This design comes from an exercise in tuning for small area, a short achievable clock period and few clock cycles per item on the open sky130 flow, not from production work. No run shown here included a check of the RTL's function; only the layout flow was run.

==> flow/design.v, too long to show whole: its modules and the start of the top module <==
// module hlsm_dp_param: 1018 lines
// module hdp_fa: 4 lines
// module hdp_ha: 4 lines
// module hdp_gp: 4 lines
// module hdp_g: 3 lines
// module hdp_aon: 3 lines
// module hdp_x2: 3 lines
// module hdp_mj: 3 lines
// module hdp_bs: 3 lines
module hlsm_dp_param (
  input  logic        Clk,
  input  logic        Rst,
  input  logic        Start,
  input  logic [31:0] a,
  input  logic [31:0] b,
  input  logic [31:0] c,
  output logic        Busy,
  output logic        Done,
  output logic [31:0] z,
  output logic [31:0] x,
  output logic        Ovf
);
  // ...
==> flow/flow/run.sh <==
#!/bin/bash
# Own layout flow: the standard flow (standard.sh) in three parts.
#  1. standard synthesis, unchanged;
#  2. flow/downsize.tcl: every combinational cell that synthesis mapped to a
#     drive strength above 1 is set to strength 1 (same function and pins); the
#     resizer later upsizes what timing needs;
#  3. the rest of the standard flow, with a tighter internal repair target for
#     setup (SETUP_SLACK_MARGIN; the SDC is unchanged) and buf_2 port buffers.
# Each tool's output goes to a log file of its own here (and ORFS's per-step
# logs under orfs/logs).
set -euo pipefail
MARGIN=${MARGIN:-7.5}
bash standard.sh synth > make_synth.log 2>&1
openroad -no_init -exit flow/downsize.tcl > downsize.log 2>&1
bash standard.sh SETUP_SLACK_MARGIN=$MARGIN \
  "BUFFER_PORTS_ARGS=-buffer_cell sky130_fd_sc_hd__buf_2" finish > make_finish.log 2>&1
==> flow/flow/downsize.tcl <==
# Set combinational cells of drive strength > 1 to strength 1 in 1_synth.odb.
set odb_file orfs/results/sky130hd/hlsm_dp_param/base/1_synth.odb
read_db $odb_file
set db [ord::get_db]
set n 0
foreach inst [[ord::get_db_block] getInsts] {
  set m [$inst getMaster]
  set name [$m getName]
  if {[regexp {^(sky130_fd_sc_hd__)(\w+)_([0-9]+)$} $name -> pre base size]} {
    if {$size <= 1} continue
    if {[regexp {^(df|edf|sdf|dl|clk|buf|inv|conb|tap|fill|decap)} $base]} continue
    set small [$db findMaster ${pre}${base}_1]
    if {$small eq "NULL" || $small eq ""} continue
    # same pin names required
    set p1 [lsort [lmap t [$m getMTerms] {$t getName}]]
    set p2 [lsort [lmap t [$small getMTerms] {$t getName}]]
    if {$p1 ne $p2} continue
    $inst swapMaster $small
    incr n
  }
}
puts "downsized $n cells"
write_db $odb_file
==> flow/standard.sh <==
#!/bin/bash
# synth_recipe.tcl (not shown) runs the flow's synth.tcl, then flattens the netlist and writes it again
# the make line also repeats each setting of config.mk as NAME=value (left out here)
make -C /OpenROAD-flow-scripts/flow DESIGN_CONFIG=/design/flow/config.mk WORK_HOME=/design/flow/orfs CLKGATE_MAP_FILE= SYNTH_SCRIPT=/design/flow/synth_recipe.tcl "${@:-finish}"
==> flow/config.mk <==
export PLATFORM = sky130hd
export DESIGN_NAME = hlsm_dp_param
export DESIGN_NICKNAME = hlsm_dp_param
export VERILOG_FILES = /design/flow/design.v
export SDC_FILE = /design/flow/constraint.sdc
export NUM_CORES = 4
export LEC_CHECK = 0
export CAP_MARGIN = 20
export CORE_MARGIN = 2
export CORE_UTILIZATION = 40
export CTS_BUF_LIST = sky130_fd_sc_hd__clkbuf_4 sky130_fd_sc_hd__clkbuf_8
export SLEW_MARGIN = 20
export SYNTH_HIERARCHICAL = 1
export SYNTH_MINIMUM_KEEP_SIZE = 0
==> flow/constraint.sdc <==
create_clock -name core_clock -period 12.5 [get_ports {Clk}]
set_input_delay 2.5000 -clock core_clock [delete_from_list [all_inputs] [get_ports {Clk}]]
set_output_delay 2.5000 -clock core_clock [all_outputs]
set_load 0.01 [all_outputs]
==> reports/metrics.cfg, run 1 <==
[critical_path]
rrSetupSlack_ns = 7.48
crit_cells = 7
critical_path_class = flop to primary output
cp_data_arrival_time_ns = 2.52
r2r_end = xpr[28]$_DFFE_PP_
crit_slowest_cell = edfxtp_1
crit_buf_inv = 1

[run_status]
status = complete, no violations

[worst_hold_path]
holdPathStages = 1

[timing]
finalHoldViolCount = 0
max_slew_margin_pct = 36.9

[clock_tree]
cts_buffers = 41
ctsHtreeMaxLevel = 2
cts_tree = built

[grt]
grt_max_degree = 71
grt_pass1_wl_mm = 111
top_usage_layer = met2

[drt]
wl_per_cell_um = 23.8
viasPerCell = 5.73
antenna_left = 0

[cells_and_area]
sh_seq_area_pct = 22.6
fin_util_pct = 47.7
largest_cell_class = multi-input gates

[synthesis]
syn_avg_cell_area_sq_um = 11.7
syn_area_sq_mm = 0.0233

==> run 2, diff against run 1 <==
==> flow/design.v (replaced) <==
module hlsm_dp_param (
  input  logic        Clk,
  input  logic        Rst,
  input  logic        Start,
  input  logic [31:0] a,
  input  logic [31:0] b,
  input  logic [31:0] c,
  output logic        Busy,
  output logic        Done,
  output logic [31:0] z,
  output logic [31:0] x,
  output logic        Ovf
);
  logic        acc;
  assign acc = Start & ~Busy;
  logic [32:0] sd, se;
  logic        bgtc, gt, pair;
  logic [31:0] csuf;
  logic [16:0] eo, et, en;
  logic [31:0] ar, dr;
  logic [16:0] bo, bt, bn;
  logic        ov1;
  assign gt = (sd[32] == se[32]) ? bgtc : se[32];
  always_comb begin
    csuf[31] = c[31];
    for (int k = 30; k >= 0; k--) csuf[k] = csuf[k+1] | c[k];
    pair = 1'b0;
    for (int i = 1; i < 32; i++) pair = pair | (a[i] & csuf[32-i]);
  end
  always_comb begin
    for (int r = 0; r < 17; r++) begin
      logic m1, m0, mm;
      m1 = (2*r+1 < 32) ? c[2*r+1] : 1'b0;
      m0 = (2*r < 32) ? c[2*r] : 1'b0;
      mm = (r == 0) ? 1'b0 : c[2*r-1];
      eo[r] = m0 ^ mm;
      et[r] = (m1 & ~m0 & ~mm) | (~m1 & m0 & mm);
      en[r] = m1;
    end
  end
  always_ff @(posedge Clk) begin
    ar <= a;
    bo <= eo;
    bt <= et;
    bn <= en;
  end
  logic [31:0] er;
  logic        gtr;
  always_ff @(posedge Clk) begin
    if (acc) begin
      dr  <= sd[31:0];
      er  <= se[31:0];
      gtr <= gt;
      ov1 <= sd[32] | se[32] | pair;
    end
  end
  assign z = gtr ? dr : er;
  logic [32:0] pp [17];
  logic [32:0] ts, tc;
  logic [31:0] s3, c3, xp, xg, xpr, xgr;
  logic        c3r31;
  logic [7:0] bg, bp, bgr, bpr;
  logic        t32r, cfr, p32r;
  for (genvar r = 0; r < 17; r++) begin : g_row
    for (genvar k = 0; k < 33 - 2*r; k++) begin : g_bit
      if (r == 16) begin : g_top
        assign pp[r][k] = bo[r] & ar[k];             
      end else if (k == 0) begin : g_lsb
        assign pp[r][k] = (bo[r] & ar[k]) ^ bn[r];
      end else if (k == 32) begin : g_msb
        assign pp[r][k] = (bt[r] & ar[k-1]) ^ bn[r];
      end else begin : g_mid
        hdp_bs u_bs (bo[r], bt[r], bn[r], ar[k], ar[k-1], pp[r][k]);
      end
    end
  end
  always_ff @(posedge Clk) begin
    if (Busy) begin
      xpr   <= xp;
      xgr   <= xg;
      c3r31 <= c3[31];
      bgr  <= bg;
      bpr  <= bp;
      t32r <= ts[32] ^ tc[32];
    end
  end
  logic [32:0] xs;
  logic        ovk, ovm;
  assign x = xs[31:0];
  assign cfr  = bgr[7] | (bpr[7] & (bgr[6] | (bpr[6] & (bgr[5] | (bpr[5] & (bgr[4] | (bpr[4] & (bgr[3] | (bpr[3] & (bgr[2] | (bpr[2] & (bgr[1] | (bpr[1] & (bgr[0]))))))))))))));
  assign p32r = t32r ^ cfr;
  assign ovk = ov1 | p32r | (cfr & ~c3r31);
  assign ovm = cfr | ~c3r31;
  hdp_aon u_ovf (ovk, ovm, xs[32], Ovf);
  always_ff @(posedge Clk or posedge Rst) begin
    if (Rst) begin
      Busy <= 1'b0;
      Done <= 1'b0;
    end else begin
      Busy <= acc;
      Done <= Busy | (Done & ~acc);
    end
  end
  logic [3:0] bsum0;
  logic [3:0] bsum1;
  logic [3:0] bsum2;
  logic [3:0] bsum3;
  logic [3:0] bsum4;
  logic [3:0] bsum5;
  logic [3:0] bsum6;
  logic [3:0] bsum7;
  logic hp1, hg2, hp3, hg4, hp5, hg6, hp7, hg8, hp9, hg10, hp11, hg12,
        hp13, hg14, hp15, hg16, hp17, hg18, hp19, hg20, hp21, hg22, hp23, hg24,
        hp25, hg26, hp27, hg28, hp29, hg30, hp31, hg32, hp33, hg34, hp35, hg36,
        hp37, hg38, hp39, hg40, hp41, hg42, hp43, hg44, hp45, hg46, hp47, hg48,
        hp49, hg50, hp51, hg52, hp53, hg54, hp55, hg56, hp57, hg58, hp59, hg60,
        hp61, hg62, hp63, hg64, g65, g66, p67, g68, p69, g70, p71, g72,
        p73, g74, p75, g76, p77, g78, p79, g80, p81, g82, p83, g84,
        p85, g86, p87, g88, p89, g90, p91, g92, p93, g94, p95, g96,
        g97, p98, g99, p100, g101, p102, g103, p104, g105, p106, g107, p108,
        g109, p110, g111, g112, p113, g114, p115, g116, p117, g118, g119, p120,
        g121, g122, g123, g124, g125, g126, g127, g128, g129, g130, g131, g132,
        g133, g134, g135, g136, g137, g138, g139, g140, g141, g142, g143, g144,
        g145, g146, g147, hp148, hg149, hp150, hg151, hp152, hg153, hp154, hg155, hp156,
        hg157, hp158, hg159, hp160, hg161, hp162, hg163, hp164, hg165, hp166, hg167, hp168,
        hg169, hp170, hg171, hp172, hg173, hp174, hg175, hp176, hg177, hp178, hg179, hp180,
        hg181, hp182, hg183, hp184, hg185, hp186, hg187, hp188, hg189, hp190, hg191, hp192,
        hg193, hp194, hg195, hp196, hg197, hp198, hg199, hp200, hg201, hp202, hg203, hp204,
        hg205, hp206, hg207, hp208, hg209, hp210, hg211, g212, g213, p214, g215, p216,
        g217, p218, g219, p220, g221, p222, g223, p224, g225, p226, g227, p228,
        g229, p230, g231, p232, g233, p234, g235, p236, g237, p238, g239, p240,
        g241, p242, g243, g244, p245, g246, p247, g248, p249, g250, p251, g252,
        p253, g254, p255, g256, p257, g258, g259, p260, g261, p262, g263, p264,
        g265, g266, p267, g268, g269, g270, g271, g272, g273, g274, g275, g276,
        g277, g278, g279, g280, g281, g282, g283, g284, g285, g286, g287, g288,
        g289, g290, g291, g292, g293, g294, t295, k296, t297, k298, t299, k300,
        t301, k302, t303, k304, t305, k306, t307, k308, t309, k310, t311, k312,
        t313, k314, t315, k316, t317, k318, t319, k320, t321, k322, t323, k324,
        t325, k326, t327, k328, t329, k330, t331, k332, t333, k334, t335, k336,
        t337, k338, t339, k340, t341, k342, t343, k344, t345, k346, t347, k348,
        t349, k350, t351, k352, t353, k354, t355, k356, t357, k358, t359, k360,
        t361, k362, t363, k364, t365, k366, t367, k368, t369, k370, t371, k372,
        t373, k374, t375, k376, t377, k378, t379, k380, t381, k382, t383, k384,
        t385, k386, t387, k388, t389, k390, t391, k392, t393, k394, t395, k396,
        t397, k398, t399, k400, t401, k402, t403, k404, t405, k406, t407, k408,
        t409, k410, t411, k412, t413, k414, t415, k416, t417, k418, t419, k420,
        t421, k422, t423, k424, t425, k426, t427, k428, t429, k430, t431, k432,
        t433, k434, t435, k436, t437, k438, t439, k440, t441, k442, t443, k444,
        t445, k446, t447, k448, t449, k450, t451, k452, t453, k454, t455, k456,
        t457, k458, t459, k460, t461, k462, t463, k464, t465, k466, t467, k468,
        t469, k470, t471, k472, t473, k474, t475, k476, t477, k478, t479, k480,
        t481, k482, t483, k484, t485, k486, t487, k488, t489, k490, t491, k492,
        t493, k494, t495, k496, t497, k498, t499, k500, t501, k502, t503, k504,
        t505, k506, t507, k508, t509, k510, t511, k512, t513, k514, t515, k516,
        t517, k518, t519, k520, t521, k522, t523, k524, t525, k526, t527, k528,
        t529, k530, t531, k532, t533, k534, t535, k536, t537, k538, t539, k540,
        t541, k542, t543, k544, t545, k546, t547, k548, t549, k550, t551, k552,
        t553, k554, t555, k556, t557, k558, t559, k560, t561, k562, t563, k564,
        t565, k566, t567, k568, t569, k570, t571, k572, t573, k574, t575, k576,
        t577, k578, t579, k580, t581, k582, t583, k584, t585, k586, t587, k588,
        t589, k590, t591, k592, t593, k594, t595, k596, t597, k598, t599, k600,
        t601, k602, t603, k604, t605, k606, t607, k608, t609, k610, t611, k612,
        t613, k614, t615, k616, t617, k618, t619, k620, t621, k622, t623, k624,
        t625, k626, t627, k628, t629, k630, t631, k632, t633, k634, t635, k636,
        t637, k638, t639, k640, t641, k642, t643, k644, t645, k646, t647, k648,
        t649, k650, t651, k652, t653, k654, t655, k656, t657, k658, t659, k660,
        t661, k662, t663, k664, t665, k666, t667, k668, t669, k670, t671, k672,
        t673, k674, t675, k676, t677, k678, t679, k680, t681, k682, t683, k684,
        t685, k686, t687, k688, t689, k690, t691, k692, t693, k694, t695, k696,
        t697, k698, t699, k700, t701, k702, t703, k704, t705, k706, t707, k708,
        t709, k710, t711, k712, t713, k714, t715, k716, t717, k718, t719, k720,
        t721, k722, t723, k724, t725, k726, t727, k728, t729, k730, t731, k732,
        t733, k734, t735, k736, t737, k738, t739, k740, t741, k742, t743, k744,
        t745, k746, t747, k748, t749, k750, t751, k752, t753, k754, t755, k756,
        t757, k758, t759, k760, t761, k762, t763, k764, t765, k766, t767, k768,
        t769, k770, t771, k772, t773, k774, t775, k776, t777, k778, t779, k780,
        t781, k782, t783, k784, t785, k786, t787, k788, t789, k790, t791, k792,
        t793, k794, t795, k796, t797, k798, t799, k800, t801, k802, t803, k804,
        t805, k806, g807, g808, p809, g810, p811, g812, p813, g814, p815, g816,
        p817, g818, p819, g820, p821, g822, p823, g824, p825, g826, p827, g828,
        p829, g830, p831, g832, p833, g834, p835, g836, p837, g838, g839, g840,
        p841, g842, p843, g844, p845, g846, p847, g848, p849, g850, p851, g852,
        p853, g854, p855, g856, p857, g858, p859, g860, p861, g862, p863, g864,
        p865, g866, p867, g868, g869, g870, g871, g872, p873, g874, p875, g876,
        p877, g878, p879, g880, p881, g882, p883, g884, p885, g886, p887, g888,
        p889, g890, p891, g892, p893, g894, p895, g896, g897, g898, g899, g900,
        g901, g902, g903, g904, p905, g906, p907, g908, p909, g910, p911, g912,
        p913, g914, p915, g916, p917, g918, p919, g920, g921, g922, g923, g924,
        g925, g926, g927, g928, g929, g930, g931, g932, g933, g934, g935;
  hdp_ha uhp1 (a[0], b[0], hp1, hg2);
  hdp_ha uhp3 (a[1], b[1], hp3, hg4);
  hdp_ha uhp5 (a[2], b[2], hp5, hg6);
  hdp_ha uhp7 (a[3], b[3], hp7, hg8);
  hdp_ha uhp9 (a[4], b[4], hp9, hg10);
  hdp_ha uhp11 (a[5], b[5], hp11, hg12);
  hdp_ha uhp13 (a[6], b[6], hp13, hg14);
  hdp_ha uhp15 (a[7], b[7], hp15, hg16);
  hdp_ha uhp17 (a[8], b[8], hp17, hg18);
  hdp_ha uhp19 (a[9], b[9], hp19, hg20);
  hdp_ha uhp21 (a[10], b[10], hp21, hg22);
  hdp_ha uhp23 (a[11], b[11], hp23, hg24);
  hdp_ha uhp25 (a[12], b[12], hp25, hg26);
  hdp_ha uhp27 (a[13], b[13], hp27, hg28);
  hdp_ha uhp29 (a[14], b[14], hp29, hg30);
  hdp_ha uhp31 (a[15], b[15], hp31, hg32);
  hdp_ha uhp33 (a[16], b[16], hp33, hg34);
  hdp_ha uhp35 (a[17], b[17], hp35, hg36);
  hdp_ha uhp37 (a[18], b[18], hp37, hg38);
  hdp_ha uhp39 (a[19], b[19], hp39, hg40);
  hdp_ha uhp41 (a[20], b[20], hp41, hg42);
  hdp_ha uhp43 (a[21], b[21], hp43, hg44);
  hdp_ha uhp45 (a[22], b[22], hp45, hg46);
  hdp_ha uhp47 (a[23], b[23], hp47, hg48);
  hdp_ha uhp49 (a[24], b[24], hp49, hg50);
  hdp_ha uhp51 (a[25], b[25], hp51, hg52);
  hdp_ha uhp53 (a[26], b[26], hp53, hg54);
  hdp_ha uhp55 (a[27], b[27], hp55, hg56);
  hdp_ha uhp57 (a[28], b[28], hp57, hg58);
  hdp_ha uhp59 (a[29], b[29], hp59, hg60);
  hdp_ha uhp61 (a[30], b[30], hp61, hg62);
  hdp_ha uhp63 (a[31], b[31], hp63, hg64);
  hdp_g ug65 (hg4, hp3, hg2, g65);
  hdp_gp ug66 (hg8, hp7, hg6, hp5, g66, p67);
  hdp_gp ug68 (hg12, hp11, hg10, hp9, g68, p69);
  hdp_gp ug70 (hg16, hp15, hg14, hp13, g70, p71);
  hdp_gp ug72 (hg20, hp19, hg18, hp17, g72, p73);
  hdp_gp ug74 (hg24, hp23, hg22, hp21, g74, p75);
  hdp_gp ug76 (hg28, hp27, hg26, hp25, g76, p77);
  hdp_gp ug78 (hg32, hp31, hg30, hp29, g78, p79);
  hdp_gp ug80 (hg36, hp35, hg34, hp33, g80, p81);
  hdp_gp ug82 (hg40, hp39, hg38, hp37, g82, p83);
  hdp_gp ug84 (hg44, hp43, hg42, hp41, g84, p85);
  hdp_gp ug86 (hg48, hp47, hg46, hp45, g86, p87);
  hdp_gp ug88 (hg52, hp51, hg50, hp49, g88, p89);
  hdp_gp ug90 (hg56, hp55, hg54, hp53, g90, p91);
  hdp_gp ug92 (hg60, hp59, hg58, hp57, g92, p93);
  hdp_gp ug94 (hg64, hp63, hg62, hp61, g94, p95);
  hdp_g ug96 (g66, p67, g65, g96);
  hdp_gp ug97 (g70, p71, g68, p69, g97, p98);
  hdp_gp ug99 (g74, p75, g72, p73, g99, p100);
  hdp_gp ug101 (g78, p79, g76, p77, g101, p102);
  hdp_gp ug103 (g82, p83, g80, p81, g103, p104);
  hdp_gp ug105 (g86, p87, g84, p85, g105, p106);
  hdp_gp ug107 (g90, p91, g88, p89, g107, p108);
  hdp_gp ug109 (g94, p95, g92, p93, g109, p110);
  hdp_g ug111 (g97, p98, g96, g111);
  hdp_gp ug112 (g101, p102, g99, p100, g112, p113);
  hdp_gp ug114 (g105, p106, g103, p104, g114, p115);
  hdp_gp ug116 (g109, p110, g107, p108, g116, p117);
  hdp_g ug118 (g112, p113, g111, g118);
  hdp_gp ug119 (g116, p117, g114, p115, g119, p120);
  hdp_g ug121 (g119, p120, g118, g121);
  hdp_g ug122 (g114, p115, g118, g122);
  hdp_g ug123 (g99, p100, g111, g123);
  hdp_g ug124 (g103, p104, g118, g124);
  hdp_g ug125 (g107, p108, g122, g125);
  hdp_g ug126 (g68, p69, g96, g126);
  hdp_g ug127 (g72, p73, g111, g127);
  hdp_g ug128 (g76, p77, g123, g128);
  hdp_g ug129 (g80, p81, g118, g129);
  hdp_g ug130 (g84, p85, g124, g130);
  hdp_g ug131 (g88, p89, g122, g131);
  hdp_g ug132 (g92, p93, g125, g132);
  hdp_g ug133 (hg6, hp5, g65, g133);
  hdp_g ug134 (hg10, hp9, g96, g134);
  hdp_g ug135 (hg14, hp13, g126, g135);
  hdp_g ug136 (hg18, hp17, g111, g136);
  hdp_g ug137 (hg22, hp21, g127, g137);
  hdp_g ug138 (hg26, hp25, g123, g138);
  hdp_g ug139 (hg30, hp29, g128, g139);
  hdp_g ug140 (hg34, hp33, g118, g140);
  hdp_g ug141 (hg38, hp37, g129, g141);
  hdp_g ug142 (hg42, hp41, g124, g142);
  hdp_g ug143 (hg46, hp45, g130, g143);
  hdp_g ug144 (hg50, hp49, g122, g144);
  hdp_g ug145 (hg54, hp53, g131, g145);
  hdp_g ug146 (hg58, hp57, g125, g146);
  hdp_g ug147 (hg62, hp61, g132, g147);
  assign sd[0] = hp1;
  assign sd[1] = hp3 ^ hg2;
  assign sd[2] = hp5 ^ g65;
  assign sd[3] = hp7 ^ g133;
  assign sd[4] = hp9 ^ g96;
  assign sd[5] = hp11 ^ g134;
  assign sd[6] = hp13 ^ g126;
  assign sd[7] = hp15 ^ g135;
  assign sd[8] = hp17 ^ g111;
  assign sd[9] = hp19 ^ g136;
  assign sd[10] = hp21 ^ g127;
  assign sd[11] = hp23 ^ g137;
  assign sd[12] = hp25 ^ g123;
  assign sd[13] = hp27 ^ g138;
  assign sd[14] = hp29 ^ g128;
  assign sd[15] = hp31 ^ g139;
  assign sd[16] = hp33 ^ g118;
  assign sd[17] = hp35 ^ g140;
  assign sd[18] = hp37 ^ g129;
  assign sd[19] = hp39 ^ g141;
  assign sd[20] = hp41 ^ g124;
  assign sd[21] = hp43 ^ g142;
  assign sd[22] = hp45 ^ g130;
  assign sd[23] = hp47 ^ g143;
  assign sd[24] = hp49 ^ g122;
  assign sd[25] = hp51 ^ g144;
  assign sd[26] = hp53 ^ g131;
  assign sd[27] = hp55 ^ g145;
  assign sd[28] = hp57 ^ g125;
  assign sd[29] = hp59 ^ g146;
  assign sd[30] = hp61 ^ g132;
  assign sd[31] = hp63 ^ g147;
  assign sd[32] = g121;
  hdp_ha uhp148 (a[0], c[0], hp148, hg149);
  hdp_ha uhp150 (a[1], c[1], hp150, hg151);
  hdp_ha uhp152 (a[2], c[2], hp152, hg153);
  hdp_ha uhp154 (a[3], c[3], hp154, hg155);
  hdp_ha uhp156 (a[4], c[4], hp156, hg157);
  hdp_ha uhp158 (a[5], c[5], hp158, hg159);
  hdp_ha uhp160 (a[6], c[6], hp160, hg161);
  hdp_ha uhp162 (a[7], c[7], hp162, hg163);
  hdp_ha uhp164 (a[8], c[8], hp164, hg165);
  hdp_ha uhp166 (a[9], c[9], hp166, hg167);
  hdp_ha uhp168 (a[10], c[10], hp168, hg169);
  hdp_ha uhp170 (a[11], c[11], hp170, hg171);
  hdp_ha uhp172 (a[12], c[12], hp172, hg173);
  hdp_ha uhp174 (a[13], c[13], hp174, hg175);
  hdp_ha uhp176 (a[14], c[14], hp176, hg177);
  hdp_ha uhp178 (a[15], c[15], hp178, hg179);
  hdp_ha uhp180 (a[16], c[16], hp180, hg181);
  hdp_ha uhp182 (a[17], c[17], hp182, hg183);
  hdp_ha uhp184 (a[18], c[18], hp184, hg185);
  hdp_ha uhp186 (a[19], c[19], hp186, hg187);
  hdp_ha uhp188 (a[20], c[20], hp188, hg189);
  hdp_ha uhp190 (a[21], c[21], hp190, hg191);
  hdp_ha uhp192 (a[22], c[22], hp192, hg193);
  hdp_ha uhp194 (a[23], c[23], hp194, hg195);
  hdp_ha uhp196 (a[24], c[24], hp196, hg197);
  hdp_ha uhp198 (a[25], c[25], hp198, hg199);
  hdp_ha uhp200 (a[26], c[26], hp200, hg201);
  hdp_ha uhp202 (a[27], c[27], hp202, hg203);
  hdp_ha uhp204 (a[28], c[28], hp204, hg205);
  hdp_ha uhp206 (a[29], c[29], hp206, hg207);
  hdp_ha uhp208 (a[30], c[30], hp208, hg209);
  hdp_ha uhp210 (a[31], c[31], hp210, hg211);
  hdp_g ug212 (hg151, hp150, hg149, g212);
  hdp_gp ug213 (hg155, hp154, hg153, hp152, g213, p214);
  hdp_gp ug215 (hg159, hp158, hg157, hp156, g215, p216);
  hdp_gp ug217 (hg163, hp162, hg161, hp160, g217, p218);
  hdp_gp ug219 (hg167, hp166, hg165, hp164, g219, p220);
  hdp_gp ug221 (hg171, hp170, hg169, hp168, g221, p222);
  hdp_gp ug223 (hg175, hp174, hg173, hp172, g223, p224);
  hdp_gp ug225 (hg179, hp178, hg177, hp176, g225, p226);
  hdp_gp ug227 (hg183, hp182, hg181, hp180, g227, p228);
  hdp_gp ug229 (hg187, hp186, hg185, hp184, g229, p230);
  hdp_gp ug231 (hg191, hp190, hg189, hp188, g231, p232);
  hdp_gp ug233 (hg195, hp194, hg193, hp192, g233, p234);
  hdp_gp ug235 (hg199, hp198, hg197, hp196, g235, p236);
  hdp_gp ug237 (hg203, hp202, hg201, hp200, g237, p238);
  hdp_gp ug239 (hg207, hp206, hg205, hp204, g239, p240);
  hdp_gp ug241 (hg211, hp210, hg209, hp208, g241, p242);
  hdp_g ug243 (g213, p214, g212, g243);
  hdp_gp ug244 (g217, p218, g215, p216, g244, p245);
  hdp_gp ug246 (g221, p222, g219, p220, g246, p247);
  hdp_gp ug248 (g225, p226, g223, p224, g248, p249);
  hdp_gp ug250 (g229, p230, g227, p228, g250, p251);
  hdp_gp ug252 (g233, p234, g231, p232, g252, p253);
  hdp_gp ug254 (g237, p238, g235, p236, g254, p255);
  hdp_gp ug256 (g241, p242, g239, p240, g256, p257);
  hdp_g ug258 (g244, p245, g243, g258);
  hdp_gp ug259 (g248, p249, g246, p247, g259, p260);
  hdp_gp ug261 (g252, p253, g250, p251, g261, p262);
  hdp_gp ug263 (g256, p257, g254, p255, g263, p264);
  hdp_g ug265 (g259, p260, g258, g265);
  hdp_gp ug266 (g263, p264, g261, p262, g266, p267);
  hdp_g ug268 (g266, p267, g265, g268);
  hdp_g ug269 (g261, p262, g265, g269);
  hdp_g ug270 (g246, p247, g258, g270);
  hdp_g ug271 (g250, p251, g265, g271);
  hdp_g ug272 (g254, p255, g269, g272);
  hdp_g ug273 (g215, p216, g243, g273);
  hdp_g ug274 (g219, p220, g258, g274);
  hdp_g ug275 (g223, p224, g270, g275);
  hdp_g ug276 (g227, p228, g265, g276);
  hdp_g ug277 (g231, p232, g271, g277);
  hdp_g ug278 (g235, p236, g269, g278);
  hdp_g ug279 (g239, p240, g272, g279);
  hdp_g ug280 (hg153, hp152, g212, g280);
  hdp_g ug281 (hg157, hp156, g243, g281);
  hdp_g ug282 (hg161, hp160, g273, g282);
  hdp_g ug283 (hg165, hp164, g258, g283);
  hdp_g ug284 (hg169, hp168, g274, g284);
  hdp_g ug285 (hg173, hp172, g270, g285);
  hdp_g ug286 (hg177, hp176, g275, g286);
  hdp_g ug287 (hg181, hp180, g265, g287);
  hdp_g ug288 (hg185, hp184, g276, g288);
  hdp_g ug289 (hg189, hp188, g271, g289);
  hdp_g ug290 (hg193, hp192, g277, g290);
  hdp_g ug291 (hg197, hp196, g269, g291);
  hdp_g ug292 (hg201, hp200, g278, g292);
  hdp_g ug293 (hg205, hp204, g272, g293);
  hdp_g ug294 (hg209, hp208, g279, g294);
  assign se[0] = hp148;
  assign se[1] = hp150 ^ hg149;
  assign se[2] = hp152 ^ g212;
  assign se[3] = hp154 ^ g280;
  assign se[4] = hp156 ^ g243;
  assign se[5] = hp158 ^ g281;
  assign se[6] = hp160 ^ g273;
  assign se[7] = hp162 ^ g282;
  assign se[8] = hp164 ^ g258;
  assign se[9] = hp166 ^ g283;
  assign se[10] = hp168 ^ g274;
  assign se[11] = hp170 ^ g284;
  assign se[12] = hp172 ^ g270;
  assign se[13] = hp174 ^ g285;
  assign se[14] = hp176 ^ g275;
  assign se[15] = hp178 ^ g286;
  assign se[16] = hp180 ^ g265;
  assign se[17] = hp182 ^ g287;
  assign se[18] = hp184 ^ g276;
  assign se[19] = hp186 ^ g288;
  assign se[20] = hp188 ^ g271;
  assign se[21] = hp190 ^ g289;
  assign se[22] = hp192 ^ g277;
  assign se[23] = hp194 ^ g290;
  assign se[24] = hp196 ^ g269;
  assign se[25] = hp198 ^ g291;
  assign se[26] = hp200 ^ g278;
  assign se[27] = hp202 ^ g292;
  assign se[28] = hp204 ^ g272;
  assign se[29] = hp206 ^ g293;
  assign se[30] = hp208 ^ g279;
  assign se[31] = hp210 ^ g294;
  assign se[32] = g268;
  assign bgtc = b > c;
  hdp_ha ut295 (pp[0][24], pp[1][22], t295, k296);
  hdp_ha ut297 (pp[0][25], pp[1][23], t297, k298);
  hdp_fa uc1 (pp[0][26], pp[1][24], pp[2][22], t299, k300);
  hdp_ha ut301 (pp[3][20], pp[4][18], t301, k302);
  hdp_fa uc2 (pp[0][27], pp[1][25], pp[2][23], t303, k304);
  hdp_ha ut305 (pp[3][21], pp[4][19], t305, k306);
  hdp_fa uc3 (pp[0][28], pp[1][26], pp[2][24], t307, k308);
  hdp_fa uc4 (pp[3][22], pp[4][20], pp[5][18], t309, k310);
  hdp_ha ut311 (pp[6][16], pp[7][14], t311, k312);
  hdp_fa uc5 (pp[0][29], pp[1][27], pp[2][25], t313, k314);
  hdp_fa uc6 (pp[3][23], pp[4][21], pp[5][19], t315, k316);
  hdp_ha ut317 (pp[6][17], pp[7][15], t317, k318);
  hdp_fa uc7 (pp[0][30], pp[1][28], pp[2][26], t319, k320);
  hdp_fa uc8 (pp[3][24], pp[4][22], pp[5][20], t321, k322);
  hdp_fa uc9 (pp[6][18], pp[7][16], pp[8][14], t323, k324);
  hdp_ha ut325 (pp[9][12], pp[10][10], t325, k326);
  hdp_fa uc10 (pp[0][31], pp[1][29], pp[2][27], t327, k328);
  hdp_fa uc11 (pp[3][25], pp[4][23], pp[5][21], t329, k330);
  hdp_fa uc12 (pp[6][19], pp[7][17], pp[8][15], t331, k332);
  hdp_ha ut333 (pp[9][13], pp[10][11], t333, k334);
  hdp_fa uc13 (pp[0][32], pp[1][30], pp[2][28], t335, k336);
  hdp_fa uc14 (pp[3][26], pp[4][24], pp[5][22], t337, k338);
  hdp_fa uc15 (pp[6][20], pp[7][18], pp[8][16], t339, k340);
  hdp_fa uc16 (pp[9][14], pp[10][12], pp[11][10], t341, k342);
  hdp_ha ut343 (pp[12][8], pp[13][6], t343, k344);
  hdp_ha ut345 (pp[0][16], pp[1][14], t345, k346);
  hdp_ha ut347 (pp[0][17], pp[1][15], t347, k348);
  hdp_fa uc17 (pp[0][18], pp[1][16], pp[2][14], t349, k350);
  hdp_ha ut351 (pp[3][12], pp[4][10], t351, k352);
  hdp_fa uc18 (pp[0][19], pp[1][17], pp[2][15], t353, k354);
  hdp_ha ut355 (pp[3][13], pp[4][11], t355, k356);
  hdp_fa uc19 (pp[0][20], pp[1][18], pp[2][16], t357, k358);
  hdp_fa uc20 (pp[3][14], pp[4][12], pp[5][10], t359, k360);
  hdp_ha ut361 (pp[6][8], pp[7][6], t361, k362);
  hdp_fa uc21 (pp[0][21], pp[1][19], pp[2][17], t363, k364);
  hdp_fa uc22 (pp[3][15], pp[4][13], pp[5][11], t365, k366);
  hdp_ha ut367 (pp[6][9], pp[7][7], t367, k368);
  hdp_fa uc23 (pp[0][22], pp[1][20], pp[2][18], t369, k370);
  hdp_fa uc24 (pp[3][16], pp[4][14], pp[5][12], t371, k372);
  hdp_fa uc25 (pp[6][10], pp[7][8], pp[8][6], t373, k374);
  hdp_ha ut375 (pp[9][4], pp[10][2], t375, k376);
  hdp_fa uc26 (pp[0][23], pp[1][21], pp[2][19], t377, k378);
  hdp_fa uc27 (pp[3][17], pp[4][15], pp[5][13], t379, k380);
  hdp_fa uc28 (pp[6][11], pp[7][9], pp[8][7], t381, k382);
  hdp_ha ut383 (pp[9][5], pp[10][3], t383, k384);
  hdp_fa uc29 (pp[2][20], pp[3][18], pp[4][16], t385, k386);
  hdp_fa uc30 (pp[5][14], pp[6][12], pp[7][10], t387, k388);
  hdp_fa uc31 (pp[8][8], pp[9][6], pp[10][4], t389, k390);
  hdp_fa uc32 (pp[11][2], pp[12][0], bn[12], t391, k392);
  hdp_fa uc33 (pp[2][21], pp[3][19], pp[4][17], t393, k394);
  hdp_fa uc34 (pp[5][15], pp[6][13], pp[7][11], t395, k396);
  hdp_fa uc35 (pp[8][9], pp[9][7], pp[10][5], t397, k398);
  hdp_fa uc36 (pp[11][3], pp[12][1], t297, t399, k400);
  hdp_fa uc37 (pp[5][16], pp[6][14], pp[7][12], t401, k402);
  hdp_fa uc38 (pp[8][10], pp[9][8], pp[10][6], t403, k404);
  hdp_fa uc39 (pp[11][4], pp[12][2], pp[13][0], t405, k406);
  hdp_fa uc40 (bn[13], t299, t301, t407, k408);
  hdp_fa uc41 (pp[5][17], pp[6][15], pp[7][13], t409, k410);
  hdp_fa uc42 (pp[8][11], pp[9][9], pp[10][7], t411, k412);
  hdp_fa uc43 (pp[11][5], pp[12][3], pp[13][1], t413, k414);
  hdp_fa uc44 (t303, t305, k300, t415, k416);
  hdp_fa uc45 (pp[8][12], pp[9][10], pp[10][8], t417, k418);
  hdp_fa uc46 (pp[11][6], pp[12][4], pp[13][2], t419, k420);
  hdp_fa uc47 (pp[14][0], bn[14], t307, t421, k422);
  hdp_fa uc48 (t309, t311, k304, t423, k424);
  hdp_fa uc49 (pp[8][13], pp[9][11], pp[10][9], t425, k426);
  hdp_fa uc50 (pp[11][7], pp[12][5], pp[13][3], t427, k428);
  hdp_fa uc51 (pp[14][1], t313, t315, t429, k430);
  hdp_fa uc52 (t317, k308, k310, t431, k432);
  hdp_fa uc53 (pp[11][8], pp[12][6], pp[13][4], t433, k434);
  hdp_fa uc54 (pp[14][2], pp[15][0], bn[15], t435, k436);
  hdp_fa uc55 (t319, t321, t323, t437, k438);
  hdp_fa uc56 (t325, k314, k316, t439, k440);
  hdp_fa uc57 (pp[11][9], pp[12][7], pp[13][5], t441, k442);
  hdp_fa uc58 (pp[14][3], pp[15][1], t327, t443, k444);
  hdp_fa uc59 (t329, t331, t333, t445, k446);
  hdp_fa uc60 (k320, k322, k324, t447, k448);
  hdp_fa uc61 (pp[14][4], pp[15][2], pp[16][0], t449, k450);
  hdp_fa uc62 (bn[16], t335, t337, t451, k452);
  hdp_fa uc63 (t339, t341, t343, t453, k454);
  hdp_fa uc64 (k328, k330, k332, t455, k456);
  hdp_ha ut457 (pp[0][10], pp[1][8], t457, k458);
  hdp_ha ut459 (pp[0][11], pp[1][9], t459, k460);
  hdp_fa uc65 (pp[0][12], pp[1][10], pp[2][8], t461, k462);
  hdp_ha ut463 (pp[3][6], pp[4][4], t463, k464);
  hdp_fa uc66 (pp[0][13], pp[1][11], pp[2][9], t465, k466);
  hdp_ha ut467 (pp[3][7], pp[4][5], t467, k468);
  hdp_fa uc67 (pp[0][14], pp[1][12], pp[2][10], t469, k470);
  hdp_fa uc68 (pp[3][8], pp[4][6], pp[5][4], t471, k472);
  hdp_ha ut473 (pp[6][2], pp[7][0], t473, k474);
  hdp_fa uc69 (pp[0][15], pp[1][13], pp[2][11], t475, k476);
  hdp_fa uc70 (pp[3][9], pp[4][7], pp[5][5], t477, k478);
  hdp_ha ut479 (pp[6][3], pp[7][1], t479, k480);
  hdp_fa uc71 (pp[2][12], pp[3][10], pp[4][8], t481, k482);
  hdp_fa uc72 (pp[5][6], pp[6][4], pp[7][2], t483, k484);
  hdp_fa uc73 (pp[8][0], bn[8], t345, t485, k486);
  hdp_fa uc74 (pp[2][13], pp[3][11], pp[4][9], t487, k488);
  hdp_fa uc75 (pp[5][7], pp[6][5], pp[7][3], t489, k490);
  hdp_fa uc76 (pp[8][1], t347, k346, t491, k492);
  hdp_fa uc77 (pp[5][8], pp[6][6], pp[7][4], t493, k494);
  hdp_fa uc78 (pp[8][2], pp[9][0], bn[9], t495, k496);
  hdp_fa uc79 (t349, t351, k348, t497, k498);
  hdp_fa uc80 (pp[5][9], pp[6][7], pp[7][5], t499, k500);
  hdp_fa uc81 (pp[8][3], pp[9][1], t353, t501, k502);
  hdp_fa uc82 (t355, k350, k352, t503, k504);
  hdp_fa uc83 (pp[8][4], pp[9][2], pp[10][0], t505, k506);
  hdp_fa uc84 (bn[10], t357, t359, t507, k508);
  hdp_fa uc85 (t361, k354, k356, t509, k510);
  hdp_fa uc86 (pp[8][5], pp[9][3], pp[10][1], t511, k512);
  hdp_fa uc87 (t363, t365, t367, t513, k514);
  hdp_fa uc88 (k358, k360, k362, t515, k516);
  hdp_fa uc89 (pp[11][0], bn[11], t369, t517, k518);
  hdp_fa uc90 (t371, t373, t375, t519, k520);
  hdp_fa uc91 (k364, k366, k368, t521, k522);
  hdp_fa uc92 (pp[11][1], t377, t379, t523, k524);
  hdp_fa uc93 (t381, t383, k370, t525, k526);
  hdp_fa uc94 (k372, k374, k376, t527, k528);
  hdp_fa uc95 (t295, t385, t387, t529, k530);
  hdp_fa uc96 (t389, t391, k378, t531, k532);
  hdp_fa uc97 (k380, k382, k384, t533, k534);
  hdp_fa uc98 (k296, t393, t395, t535, k536);
  hdp_fa uc99 (t397, t399, k386, t537, k538);
  hdp_fa uc100 (k388, k390, k392, t539, k540);
  hdp_fa uc101 (k298, t401, t403, t541, k542);
  hdp_fa uc102 (t405, t407, k394, t543, k544);
  hdp_fa uc103 (k396, k398, k400, t545, k546);
  hdp_fa uc104 (k302, t409, t411, t547, k548);
  hdp_fa uc105 (t413, t415, k402, t549, k550);
  hdp_fa uc106 (k404, k406, k408, t551, k552);
  hdp_fa uc107 (k306, t417, t419, t553, k554);
  hdp_fa uc108 (t421, t423, k410, t555, k556);
  hdp_fa uc109 (k412, k414, k416, t557, k558);
  hdp_fa uc110 (k312, t425, t427, t559, k560);
  hdp_fa uc111 (t429, t431, k418, t561, k562);
  hdp_fa uc112 (k420, k422, k424, t563, k564);
  hdp_fa uc113 (k318, t433, t435, t565, k566);
  hdp_fa uc114 (t437, t439, k426, t567, k568);
  hdp_fa uc115 (k428, k430, k432, t569, k570);
  hdp_fa uc116 (k326, t441, t443, t571, k572);
  hdp_fa uc117 (t445, t447, k434, t573, k574);
  hdp_fa uc118 (k436, k438, k440, t575, k576);
  hdp_fa uc119 (k334, t449, t451, t577, k578);
  hdp_fa uc120 (t453, t455, k442, t579, k580);
  hdp_fa uc121 (k444, k446, k448, t581, k582);
  hdp_ha ut583 (pp[0][6], pp[1][4], t583, k584);
  hdp_ha ut585 (pp[0][7], pp[1][5], t585, k586);
  hdp_fa uc122 (pp[0][8], pp[1][6], pp[2][4], t587, k588);
  hdp_ha ut589 (pp[3][2], pp[4][0], t589, k590);
  hdp_fa uc123 (pp[0][9], pp[1][7], pp[2][5], t591, k592);
  hdp_ha ut593 (pp[3][3], pp[4][1], t593, k594);
  hdp_fa uc124 (pp[2][6], pp[3][4], pp[4][2], t595, k596);
  hdp_fa uc125 (pp[5][0], bn[5], t457, t597, k598);
  hdp_fa uc126 (pp[2][7], pp[3][5], pp[4][3], t599, k600);
  hdp_fa uc127 (pp[5][1], t459, k458, t601, k602);
  hdp_fa uc128 (pp[5][2], pp[6][0], bn[6], t603, k604);
  hdp_fa uc129 (t461, t463, k460, t605, k606);
  hdp_fa uc130 (pp[5][3], pp[6][1], t465, t607, k608);
  hdp_fa uc131 (t467, k462, k464, t609, k610);
  hdp_fa uc132 (bn[7], t469, t471, t611, k612);
  hdp_fa uc133 (t473, k466, k468, t613, k614);
  hdp_fa uc134 (t475, t477, t479, t615, k616);
  hdp_fa uc135 (k470, k472, k474, t617, k618);
  hdp_fa uc136 (t481, t483, t485, t619, k620);
  hdp_fa uc137 (k476, k478, k480, t621, k622);
  hdp_fa uc138 (t487, t489, t491, t623, k624);
  hdp_fa uc139 (k482, k484, k486, t625, k626);
  hdp_fa uc140 (t493, t495, t497, t627, k628);
  hdp_fa uc141 (k488, k490, k492, t629, k630);
  hdp_fa uc142 (t499, t501, t503, t631, k632);
  hdp_fa uc143 (k494, k496, k498, t633, k634);
  hdp_fa uc144 (t505, t507, t509, t635, k636);
  hdp_fa uc145 (k500, k502, k504, t637, k638);
  hdp_fa uc146 (t511, t513, t515, t639, k640);
  hdp_fa uc147 (k506, k508, k510, t641, k642);
  hdp_fa uc148 (t517, t519, t521, t643, k644);
  hdp_fa uc149 (k512, k514, k516, t645, k646);
  hdp_fa uc150 (t523, t525, t527, t647, k648);
  hdp_fa uc151 (k518, k520, k522, t649, k650);
  hdp_fa uc152 (t529, t531, t533, t651, k652);
  hdp_fa uc153 (k524, k526, k528, t653, k654);
  hdp_fa uc154 (t535, t537, t539, t655, k656);
  hdp_fa uc155 (k530, k532, k534, t657, k658);
  hdp_fa uc156 (t541, t543, t545, t659, k660);
  hdp_fa uc157 (k536, k538, k540, t661, k662);
  hdp_fa uc158 (t547, t549, t551, t663, k664);
  hdp_fa uc159 (k542, k544, k546, t665, k666);
  hdp_fa uc160 (t553, t555, t557, t667, k668);
  hdp_fa uc161 (k548, k550, k552, t669, k670);
  hdp_fa uc162 (t559, t561, t563, t671, k672);
  hdp_fa uc163 (k554, k556, k558, t673, k674);
  hdp_fa uc164 (t565, t567, t569, t675, k676);
  hdp_fa uc165 (k560, k562, k564, t677, k678);
  hdp_fa uc166 (t571, t573, t575, t679, k680);
  hdp_fa uc167 (k566, k568, k570, t681, k682);
  hdp_fa uc168 (t577, t579, t581, t683, k684);
  hdp_fa uc169 (k572, k574, k576, t685, k686);
  hdp_ha ut687 (pp[0][4], pp[1][2], t687, k688);
  hdp_ha ut689 (pp[0][5], pp[1][3], t689, k690);
  hdp_fa uc170 (pp[2][2], pp[3][0], bn[3], t691, k692);
  hdp_fa uc171 (pp[2][3], pp[3][1], t585, t693, k694);
  hdp_fa uc172 (bn[4], t587, t589, t695, k696);
  hdp_fa uc173 (t591, t593, k588, t697, k698);
  hdp_fa uc174 (t595, t597, k592, t699, k700);
  hdp_fa uc175 (t599, t601, k596, t701, k702);
  hdp_fa uc176 (t603, t605, k600, t703, k704);
  hdp_fa uc177 (t607, t609, k604, t705, k706);
  hdp_fa uc178 (t611, t613, k608, t707, k708);
  hdp_fa uc179 (t615, t617, k612, t709, k710);
  hdp_fa uc180 (t619, t621, k616, t711, k712);
  hdp_fa uc181 (t623, t625, k620, t713, k714);
  hdp_fa uc182 (t627, t629, k624, t715, k716);
  hdp_fa uc183 (t631, t633, k628, t717, k718);
  hdp_fa uc184 (t635, t637, k632, t719, k720);
  hdp_fa uc185 (t639, t641, k636, t721, k722);
  hdp_fa uc186 (t643, t645, k640, t723, k724);
  hdp_fa uc187 (t647, t649, k644, t725, k726);
  hdp_fa uc188 (t651, t653, k648, t727, k728);
  hdp_fa uc189 (t655, t657, k652, t729, k730);
  hdp_fa uc190 (t659, t661, k656, t731, k732);
  hdp_fa uc191 (t663, t665, k660, t733, k734);
  hdp_fa uc192 (t667, t669, k664, t735, k736);
  hdp_fa uc193 (t671, t673, k668, t737, k738);
  hdp_fa uc194 (t675, t677, k672, t739, k740);
  hdp_fa uc195 (t679, t681, k676, t741, k742);
  hdp_fa uc196 (t683, t685, k680, t743, k744);
  hdp_ha ut745 (pp[0][2], pp[1][0], t745, k746);
  hdp_ha ut747 (pp[0][3], pp[1][1], t747, k748);
  hdp_fa uc197 (pp[2][0], bn[2], t687, t749, k750);
  hdp_fa uc198 (pp[2][1], t689, k688, t751, k752);
  hdp_fa uc199 (t583, t691, k690, t753, k754);
  hdp_fa uc200 (k584, t693, k692, t755, k756);
  hdp_fa uc201 (k586, t695, k694, t757, k758);
  hdp_fa uc202 (k590, t697, k696, t759, k760);
  hdp_fa uc203 (k594, t699, k698, t761, k762);
  hdp_fa uc204 (k598, t701, k700, t763, k764);
  hdp_fa uc205 (k602, t703, k702, t765, k766);
  hdp_fa uc206 (k606, t705, k704, t767, k768);
  hdp_fa uc207 (k610, t707, k706, t769, k770);
  hdp_fa uc208 (k614, t709, k708, t771, k772);
  hdp_fa uc209 (k618, t711, k710, t773, k774);
  hdp_fa uc210 (k622, t713, k712, t775, k776);
  hdp_fa uc211 (k626, t715, k714, t777, k778);
  hdp_fa uc212 (k630, t717, k716, t779, k780);
  hdp_fa uc213 (k634, t719, k718, t781, k782);
  hdp_fa uc214 (k638, t721, k720, t783, k784);
  hdp_fa uc215 (k642, t723, k722, t785, k786);
  hdp_fa uc216 (k646, t725, k724, t787, k788);
  hdp_fa uc217 (k650, t727, k726, t789, k790);
  hdp_fa uc218 (k654, t729, k728, t791, k792);
  hdp_fa uc219 (k658, t731, k730, t793, k794);
  hdp_fa uc220 (k662, t733, k732, t795, k796);
  hdp_fa uc221 (k666, t735, k734, t797, k798);
  hdp_fa uc222 (k670, t737, k736, t799, k800);
  hdp_fa uc223 (k674, t739, k738, t801, k802);
  hdp_fa uc224 (k678, t741, k740, t803, k804);
  hdp_fa uc225 (k682, t743, k742, t805, k806);
  assign ts = {t805, t803, t801, t799, t797, t795, t793, t791, t789, t787, t785, t783, t781, t779, t777, t775, t773, t771, t769, t767, t765, t763, t761, t759, t757, t755, t753, t751, t749, t747, bn[1], pp[0][1], pp[0][0]};
  assign tc = {k804, k802, k800, k798, k796, k794, k792, k790, k788, k786, k784, k782, k780, k778, k776, k774, k772, k770, k768, k766, k764, k762, k760, k758, k756, k754, k752, k750, k748, k746, t745, 1'b0, bn[0]};
  assign {bg[0], bsum0} = {1'b0, ts[3:0]} + {1'b0, tc[3:0]};
  assign bp[0] = &(ts[3:0] ^ tc[3:0]);
  assign {bg[1], bsum1} = {1'b0, ts[7:4]} + {1'b0, tc[7:4]};
  assign bp[1] = &(ts[7:4] ^ tc[7:4]);
  assign {bg[2], bsum2} = {1'b0, ts[11:8]} + {1'b0, tc[11:8]};
  assign bp[2] = &(ts[11:8] ^ tc[11:8]);
  assign {bg[3], bsum3} = {1'b0, ts[15:12]} + {1'b0, tc[15:12]};
  assign bp[3] = &(ts[15:12] ^ tc[15:12]);
  assign {bg[4], bsum4} = {1'b0, ts[19:16]} + {1'b0, tc[19:16]};
  assign bp[4] = &(ts[19:16] ^ tc[19:16]);
  assign {bg[5], bsum5} = {1'b0, ts[23:20]} + {1'b0, tc[23:20]};
  assign bp[5] = &(ts[23:20] ^ tc[23:20]);
  assign {bg[6], bsum6} = {1'b0, ts[27:24]} + {1'b0, tc[27:24]};
  assign bp[6] = &(ts[27:24] ^ tc[27:24]);
  assign {bg[7], bsum7} = {1'b0, ts[31:28]} + {1'b0, tc[31:28]};
  assign bp[7] = &(ts[31:28] ^ tc[31:28]);
  hdp_fa uc226 (ts[0], tc[0], ~dr[0], s3[0], c3[0]);
  hdp_fa uc227 (ts[1], tc[1], ~dr[1], s3[1], c3[1]);
  hdp_fa uc228 (ts[2], tc[2], ~dr[2], s3[2], c3[2]);
  hdp_fa uc229 (ts[3], tc[3], ~dr[3], s3[3], c3[3]);
  hdp_fa uc230 (ts[4], tc[4], ~dr[4], s3[4], c3[4]);
  hdp_fa uc231 (ts[5], tc[5], ~dr[5], s3[5], c3[5]);
  hdp_fa uc232 (ts[6], tc[6], ~dr[6], s3[6], c3[6]);
  hdp_fa uc233 (ts[7], tc[7], ~dr[7], s3[7], c3[7]);
  hdp_fa uc234 (ts[8], tc[8], ~dr[8], s3[8], c3[8]);
  hdp_fa uc235 (ts[9], tc[9], ~dr[9], s3[9], c3[9]);
  hdp_fa uc236 (ts[10], tc[10], ~dr[10], s3[10], c3[10]);
  hdp_fa uc237 (ts[11], tc[11], ~dr[11], s3[11], c3[11]);
  hdp_fa uc238 (ts[12], tc[12], ~dr[12], s3[12], c3[12]);
  hdp_fa uc239 (ts[13], tc[13], ~dr[13], s3[13], c3[13]);
  hdp_fa uc240 (ts[14], tc[14], ~dr[14], s3[14], c3[14]);
  hdp_fa uc241 (ts[15], tc[15], ~dr[15], s3[15], c3[15]);
  hdp_fa uc242 (ts[16], tc[16], ~dr[16], s3[16], c3[16]);
  hdp_fa uc243 (ts[17], tc[17], ~dr[17], s3[17], c3[17]);
  hdp_fa uc244 (ts[18], tc[18], ~dr[18], s3[18], c3[18]);
  hdp_fa uc245 (ts[19], tc[19], ~dr[19], s3[19], c3[19]);
  hdp_fa uc246 (ts[20], tc[20], ~dr[20], s3[20], c3[20]);
  hdp_fa uc247 (ts[21], tc[21], ~dr[21], s3[21], c3[21]);
  hdp_fa uc248 (ts[22], tc[22], ~dr[22], s3[22], c3[22]);
  hdp_fa uc249 (ts[23], tc[23], ~dr[23], s3[23], c3[23]);
  hdp_fa uc250 (ts[24], tc[24], ~dr[24], s3[24], c3[24]);
  hdp_fa uc251 (ts[25], tc[25], ~dr[25], s3[25], c3[25]);
  hdp_fa uc252 (ts[26], tc[26], ~dr[26], s3[26], c3[26]);
  hdp_fa uc253 (ts[27], tc[27], ~dr[27], s3[27], c3[27]);
  hdp_fa uc254 (ts[28], tc[28], ~dr[28], s3[28], c3[28]);
  hdp_fa uc255 (ts[29], tc[29], ~dr[29], s3[29], c3[29]);
  hdp_fa uc256 (ts[30], tc[30], ~dr[30], s3[30], c3[30]);
  hdp_fa uc257 (ts[31], tc[31], ~dr[31], s3[31], c3[31]);
  assign xp[0] = ~s3[0];
  assign xg[0] = s3[0];
  hdp_ha u_xpg1 (s3[1], c3[0], xp[1], xg[1]);
  hdp_ha u_xpg2 (s3[2], c3[1], xp[2], xg[2]);
  hdp_ha u_xpg3 (s3[3], c3[2], xp[3], xg[3]);
  hdp_ha u_xpg4 (s3[4], c3[3], xp[4], xg[4]);
  hdp_ha u_xpg5 (s3[5], c3[4], xp[5], xg[5]);
  hdp_ha u_xpg6 (s3[6], c3[5], xp[6], xg[6]);
  hdp_ha u_xpg7 (s3[7], c3[6], xp[7], xg[7]);
  hdp_ha u_xpg8 (s3[8], c3[7], xp[8], xg[8]);
  hdp_ha u_xpg9 (s3[9], c3[8], xp[9], xg[9]);
  hdp_ha u_xpg10 (s3[10], c3[9], xp[10], xg[10]);
  hdp_ha u_xpg11 (s3[11], c3[10], xp[11], xg[11]);
  hdp_ha u_xpg12 (s3[12], c3[11], xp[12], xg[12]);
  hdp_ha u_xpg13 (s3[13], c3[12], xp[13], xg[13]);
  hdp_ha u_xpg14 (s3[14], c3[13], xp[14], xg[14]);
  hdp_ha u_xpg15 (s3[15], c3[14], xp[15], xg[15]);
  hdp_ha u_xpg16 (s3[16], c3[15], xp[16], xg[16]);
  hdp_ha u_xpg17 (s3[17], c3[16], xp[17], xg[17]);
  hdp_ha u_xpg18 (s3[18], c3[17], xp[18], xg[18]);
  hdp_ha u_xpg19 (s3[19], c3[18], xp[19], xg[19]);
  hdp_ha u_xpg20 (s3[20], c3[19], xp[20], xg[20]);
  hdp_ha u_xpg21 (s3[21], c3[20], xp[21], xg[21]);
  hdp_ha u_xpg22 (s3[22], c3[21], xp[22], xg[22]);
  hdp_ha u_xpg23 (s3[23], c3[22], xp[23], xg[23]);
  hdp_ha u_xpg24 (s3[24], c3[23], xp[24], xg[24]);
  hdp_ha u_xpg25 (s3[25], c3[24], xp[25], xg[25]);
  hdp_ha u_xpg26 (s3[26], c3[25], xp[26], xg[26]);
  hdp_ha u_xpg27 (s3[27], c3[26], xp[27], xg[27]);
  hdp_ha u_xpg28 (s3[28], c3[27], xp[28], xg[28]);
  hdp_ha u_xpg29 (s3[29], c3[28], xp[29], xg[29]);
  hdp_ha u_xpg30 (s3[30], c3[29], xp[30], xg[30]);
  hdp_ha u_xpg31 (s3[31], c3[30], xp[31], xg[31]);
  hdp_g ug807 (xgr[1], xpr[1], xgr[0], g807);
  hdp_gp ug808 (xgr[3], xpr[3], xgr[2], xpr[2], g808, p809);
  hdp_gp ug810 (xgr[5], xpr[5], xgr[4], xpr[4], g810, p811);
  hdp_gp ug812 (xgr[7], xpr[7], xgr[6], xpr[6], g812, p813);
  hdp_gp ug814 (xgr[9], xpr[9], xgr[8], xpr[8], g814, p815);
  hdp_gp ug816 (xgr[11], xpr[11], xgr[10], xpr[10], g816, p817);
  hdp_gp ug818 (xgr[13], xpr[13], xgr[12], xpr[12], g818, p819);
  hdp_gp ug820 (xgr[15], xpr[15], xgr[14], xpr[14], g820, p821);
  hdp_gp ug822 (xgr[17], xpr[17], xgr[16], xpr[16], g822, p823);
  hdp_gp ug824 (xgr[19], xpr[19], xgr[18], xpr[18], g824, p825);
  hdp_gp ug826 (xgr[21], xpr[21], xgr[20], xpr[20], g826, p827);
  hdp_gp ug828 (xgr[23], xpr[23], xgr[22], xpr[22], g828, p829);
  hdp_gp ug830 (xgr[25], xpr[25], xgr[24], xpr[24], g830, p831);
  hdp_gp ug832 (xgr[27], xpr[27], xgr[26], xpr[26], g832, p833);
  hdp_gp ug834 (xgr[29], xpr[29], xgr[28], xpr[28], g834, p835);
  hdp_gp ug836 (xgr[31], xpr[31], xgr[30], xpr[30], g836, p837);
  hdp_g ug838 (xgr[2], xpr[2], g807, g838);
  hdp_g ug839 (g808, p809, g807, g839);
  hdp_gp ug840 (xgr[6], xpr[6], g810, p811, g840, p841);
  hdp_gp ug842 (g812, p813, g810, p811, g842, p843);
  hdp_gp ug844 (xgr[10], xpr[10], g814, p815, g844, p845);
  hdp_gp ug846 (g816, p817, g814, p815, g846, p847);
  hdp_gp ug848 (xgr[14], xpr[14], g818, p819, g848, p849);
  hdp_gp ug850 (g820, p821, g818, p819, g850, p851);
  hdp_gp ug852 (xgr[18], xpr[18], g822, p823, g852, p853);
  hdp_gp ug854 (g824, p825, g822, p823, g854, p855);
  hdp_gp ug856 (xgr[22], xpr[22], g826, p827, g856, p857);
  hdp_gp ug858 (g828, p829, g826, p827, g858, p859);
  hdp_gp ug860 (xgr[26], xpr[26], g830, p831, g860, p861);
  hdp_gp ug862 (g832, p833, g830, p831, g862, p863);
  hdp_gp ug864 (xgr[30], xpr[30], g834, p835, g864, p865);
  hdp_gp ug866 (g836, p837, g834, p835, g866, p867);
  hdp_g ug868 (xgr[4], xpr[4], g839, g868);
  hdp_g ug869 (g810, p811, g839, g869);
  hdp_g ug870 (g840, p841, g839, g870);
  hdp_g ug871 (g842, p843, g839, g871);
  hdp_gp ug872 (xgr[12], xpr[12], g846, p847, g872, p873);
  hdp_gp ug874 (g818, p819, g846, p847, g874, p875);
  hdp_gp ug876 (g848, p849, g846, p847, g876, p877);
  hdp_gp ug878 (g850, p851, g846, p847, g878, p879);
  hdp_gp ug880 (xgr[20], xpr[20], g854, p855, g880, p881);
  hdp_gp ug882 (g826, p827, g854, p855, g882, p883);
  hdp_gp ug884 (g856, p857, g854, p855, g884, p885);
  hdp_gp ug886 (g858, p859, g854, p855, g886, p887);
  hdp_gp ug888 (xgr[28], xpr[28], g862, p863, g888, p889);
  hdp_gp ug890 (g834, p835, g862, p863, g890, p891);
  hdp_gp ug892 (g864, p865, g862, p863, g892, p893);
  hdp_gp ug894 (g866, p867, g862, p863, g894, p895);
  hdp_g ug896 (xgr[8], xpr[8], g871, g896);
  hdp_g ug897 (g814, p815, g871, g897);
  hdp_g ug898 (g844, p845, g871, g898);
  hdp_g ug899 (g846, p847, g871, g899);
  hdp_g ug900 (g872, p873, g871, g900);
  hdp_g ug901 (g874, p875, g871, g901);
  hdp_g ug902 (g876, p877, g871, g902);
  hdp_g ug903 (g878, p879, g871, g903);
  hdp_gp ug904 (xgr[24], xpr[24], g886, p887, g904, p905);
  hdp_gp ug906 (g830, p831, g886, p887, g906, p907);
  hdp_gp ug908 (g860, p861, g886, p887, g908, p909);
  hdp_gp ug910 (g862, p863, g886, p887, g910, p911);
  hdp_gp ug912 (g888, p889, g886, p887, g912, p913);
  hdp_gp ug914 (g890, p891, g886, p887, g914, p915);
  hdp_gp ug916 (g892, p893, g886, p887, g916, p917);
  hdp_gp ug918 (g894, p895, g886, p887, g918, p919);
  hdp_g ug920 (xgr[16], xpr[16], g903, g920);
  hdp_g ug921 (g822, p823, g903, g921);
  hdp_g ug922 (g852, p853, g903, g922);
  hdp_g ug923 (g854, p855, g903, g923);
  hdp_g ug924 (g880, p881, g903, g924);
  hdp_g ug925 (g882, p883, g903, g925);
  hdp_g ug926 (g884, p885, g903, g926);
  hdp_g ug927 (g886, p887, g903, g927);
  hdp_g ug928 (g904, p905, g903, g928);
  hdp_g ug929 (g906, p907, g903, g929);
  hdp_g ug930 (g908, p909, g903, g930);
  hdp_g ug931 (g910, p911, g903, g931);
  hdp_g ug932 (g912, p913, g903, g932);
  hdp_g ug933 (g914, p915, g903, g933);
  hdp_g ug934 (g916, p917, g903, g934);
  hdp_g ug935 (g918, p919, g903, g935);
  assign xs[0] = xpr[0];
  assign xs[1] = xpr[1] ^ xgr[0];
  assign xs[2] = xpr[2] ^ g807;
  assign xs[3] = xpr[3] ^ g838;
  assign xs[4] = xpr[4] ^ g839;
  assign xs[5] = xpr[5] ^ g868;
  assign xs[6] = xpr[6] ^ g869;
  assign xs[7] = xpr[7] ^ g870;
  assign xs[8] = xpr[8] ^ g871;
  assign xs[9] = xpr[9] ^ g896;
  assign xs[10] = xpr[10] ^ g897;
  assign xs[11] = xpr[11] ^ g898;
  assign xs[12] = xpr[12] ^ g899;
  assign xs[13] = xpr[13] ^ g900;
  assign xs[14] = xpr[14] ^ g901;
  assign xs[15] = xpr[15] ^ g902;
  assign xs[16] = xpr[16] ^ g903;
  assign xs[17] = xpr[17] ^ g920;
  assign xs[18] = xpr[18] ^ g921;
  assign xs[19] = xpr[19] ^ g922;
  assign xs[20] = xpr[20] ^ g923;
  assign xs[21] = xpr[21] ^ g924;
  assign xs[22] = xpr[22] ^ g925;
  assign xs[23] = xpr[23] ^ g926;
  assign xs[24] = xpr[24] ^ g927;
  assign xs[25] = xpr[25] ^ g928;
  assign xs[26] = xpr[26] ^ g929;
  assign xs[27] = xpr[27] ^ g930;
  assign xs[28] = xpr[28] ^ g931;
  assign xs[29] = xpr[29] ^ g932;
  assign xs[30] = xpr[30] ^ g933;
  assign xs[31] = xpr[31] ^ g934;
  assign xs[32] = g935;
endmodule
module hdp_fa (input logic a, input logic b, input logic ci, output logic s, output logic co);
  assign s  = a ^ b ^ ci;
  assign co = (a & b) | (a & ci) | (b & ci);
endmodule
module hdp_ha (input logic a, input logic b, output logic s, output logic co);
  assign s  = a ^ b;
  assign co = a & b;
endmodule
module hdp_gp (input logic gh, input logic ph, input logic gl, input logic pl, output logic g, output logic p);
  assign g = gh | (ph & gl);
  assign p = ph & pl;
endmodule
module hdp_g (input logic gh, input logic ph, input logic gl, output logic g);
  assign g = gh | (ph & gl);
endmodule
module hdp_aon (input logic k, input logic m, input logic x, output logic y);
  assign y = k | (m & ~x);
endmodule
module hdp_x2 (input logic a, input logic b, output logic y);
  assign y = a ^ b;
endmodule
module hdp_mj (input logic a, input logic b, input logic c, output logic y);
  assign y = (a & b) | (a & c) | (b & c);
endmodule
module hdp_bs (input logic one, input logic two, input logic neg, input logic a1, input logic a0, output logic p);
  assign p = ((one & a1) | (two & a0)) ^ neg;
endmodule
==> run 2 against run 1 <==
Flip-flop and latch count did not move; utilization rose by 0.34 points; first-iteration DRC count rose by 3.6%; cell count fell by 0.42%; cell area rose by 0.33%; maximum frequency fell by 0.40%; register-to-register slack barely moved; count of clock-buffer cells in the layout fell by 4; sequential share of layout area fell by 0.11 points; synthesized area fell by 0.55%; die area fell by 0.54%; setup slack got worse by 0.020 ns.
==> reports/metrics.cfg, run 2 <==
[timing]
setup_viol_count_final = 0
final.min_clock_period_ns = 5.04
worstMarginPinSlew_ns = 0.940
clock_skew_ns = 0.0469
max_slew_margin_pct = 37.2  ; +0.29 points
final.setup.tns_ns = 0
maxSlewViolCount = 0
fmax_mhz = 198
rsz0062_at_grt = true
fin_crit_sh_pct = 40.3
finalHoldViolCount = 0  ; unchanged

[placement]
dp.cells = 2929
portBuffers = 165
detailed_place_hpwl_mm = 55.2
place_congestion = 0.908

[clock_tree]
ctsHtreeMaxLevel = 2  ; unchanged
clock_latency_ns = 0.64
cts_buffers = 42  ; +2.4%
clock-sinks = 229
clockBufferDepth = 3
cts-root-buf = clkbuf_8
clk_pin_slew_ns = 0.06
cts_tree = built

[floorplan]
io_pins = 166
die_width_um = 245
coreArea_sq_mm = 0.0575
die_area_sq_mm = 0.0599
die_y_um = 245
rows = 88
start_util_pct = 40.4

[grt]
grt_pass1_wl_mm = 115  ; +3.8%
grt_max_degree = 68  ; -4.2%
grt_usage_pct = 25.7
grt_pass1_vias = 18440
grt-ovfl-total = 0
antenna_found_initial = 10

[critical_path]
critical_path_class = flop to primary output
crit_chain = a21o_1 > a21o_4 > a21o_4 > a21o_4 > a21o_1 > xor2_1 > buf_2
crit_top_cell = a21o_4
rr_worst_depth = 11
path_max_fanout = 5
rrSetupSlack_ns = 7.48  ; about the same
crit_slowest_cell = edfxtp_1
rr_startpoint = bt[6]$_DFF_P_
worst_ep_required_time_ns = 10.00
critPathCaptureType = primary output
startpoint_type = flop
r2r_end = xpr[31]$_DFFE_PP_
cp_data_arrival_time_ns = 2.54  ; +0.02 ns
max_stage_delay_ns = 0.39

[cells_and_area]
final_net_count = 2838
nFillCells = 5286
drive_gt1_share_pct = 20.0
fin_cells = 3090
syn_to_final_growth_pct = 19.0
final_cell_mix = xnor2_1, a22oi_1, fa_1
final_common_cell = xnor2_1

[drt]
drtPass1Iterations = 6
num_vias = 17959
routed_wl_mm = 77.6
wl_per_cell_um = 25.1  ; +5.4%
viasPerCell = 5.81  ; +1.4%
drtIter0Drc = 1601
route.detailed.drc = 0
antenna_left = 0  ; unchanged

[synthesis]
syn_area_sq_mm = 0.0232  ; -0.55%
ys_warn_count = 9
syn_avg_cell_area_sq_um = 11.6  ; about the same
syn_inst = 1993

[worst_hold_path]
min_to = Done$_DFF_PP0_
worstHoldStart = Done$_DFF_PP0_
hold_class = flop to flop
holdPathStages = 1  ; unchanged

[run_status]
status = complete, no violations

[run]
maxCapViolations = 0

run 2: critical path, delay by kind of cell, from the launching register on:
family,cells,cell delay (ns)
XOR/XNOR,1,0.15
buffers and inverters,1,0.15
flip-flops,1,0.39
AO/OA/AOI/OAI,5,1.21
run 2: cell type report:
type	instances	area [sq um]	area share, %
Multi-Input combinational cell	1675	17300	62.6
Clock inverter	15	160	0.580
Inverter	75	289	1.05
Tap cell	765	957	3.47
Sequential cell	229	6220	22.5
Clock buffer	58	729	2.64
Antenna cell	4	10.0	0.0363
Timing Repair Buffer	269	1960	7.12
run 2: worst max-delay path by stage:
stage                                 end  slack (ns)        startpoint
after floorplan           dr[0]$_DFFE_PP_        6.70             Start
after global placement      ov1$_DFFE_PP_        6.94              a[1]
after detailed placement    ov1$_DFFE_PP_        6.86              a[1]
after CTS                             Ovf        7.33  bgr[5]$_DFFE_PP_
after global routing                x[29]        7.36  xgr[0]$_DFFE_PP_
final                               x[30]        7.46  xpr[1]$_DFFE_PP_
run 2: metal layers:
| layer | track usage, % | part of all wire, % | vias to the layer above | wire, um |
|---|---|---|---|---|
| met4 | 7.89 | 3.7 | 8 | 2840 |
| met2 | 42.0 | 46 | 884 | 36000 |
| li1 | - | - | 7880 | - |
| met1 | 33.9 | 41 | 9005 | 31600 |
| met5 | 0 | 0.057 | - | 44 |
| met3 | 5.67 | 9.1 | 182 | 7050 |
run 2: stage by stage:
step           hold WS (ns)  setup slack (ns)  utilization, %  cell area, sq um
2_1_floorplan         0.521              6.70               -             23300
3_3_place_gp          0.458              6.94            43.9             25200
3_5_place_dp          0.464              6.86            43.9             25200
4_1_cts               0.478              7.33            46.6             26800
5_1_grt               0.510              7.36            48.0             27600
6_report              0.483              7.46            48.0             27600
run 2: repair_timing:
item                                    CTS  global route
setup buffers                            26            52
pin swaps                                36            80
hold buffers                              0             0
cloned                                    5             1
gates resized for setup                  84            76
endpoints found under the setup margin   53            40
hold endpoints to repair                  0             0

-- what the ideal ports hide --
In the flow no input, the clock included, has a driving cell. The finished layouts below were timed again as built, in two steps. Step 1 (the two cells are an assumption about what drives the block):
set clk [get_ports {Clk}]
set_driving_cell -lib_cell sky130_fd_sc_hd__clkbuf_16 $clk
set_driving_cell -lib_cell sky130_fd_sc_hd__buf_2 [delete_from_list [all_inputs] $clk]
Step 2 moves the port delays by t, midway between the first and last clock arrival at a register: inputs arrive t later, outputs are due t later. That takes back most of the time a late clock gives input paths. a / b / c = ideal ports / drivers / drivers and shift; a / b = the first two.
run	shift t [ns]	setup WS [ns]	worst hold slack (ns)	worst setup path after step 2	worst data-port slew with drivers (ns)
run 1	0.680	7.478 / 7.428 / 6.953	0.494 / 0.494 / 0.494	input to register	0.07
run 2	0.676	7.458 / 7.395 / 6.946	0.483 / 0.483 / 0.483	input to register	0.14
After both steps every run listed still meets setup and hold. For run 1, which loses most, drivers alone change the setup slack by -0.050 ns; drivers and shift together by -0.525 ns.
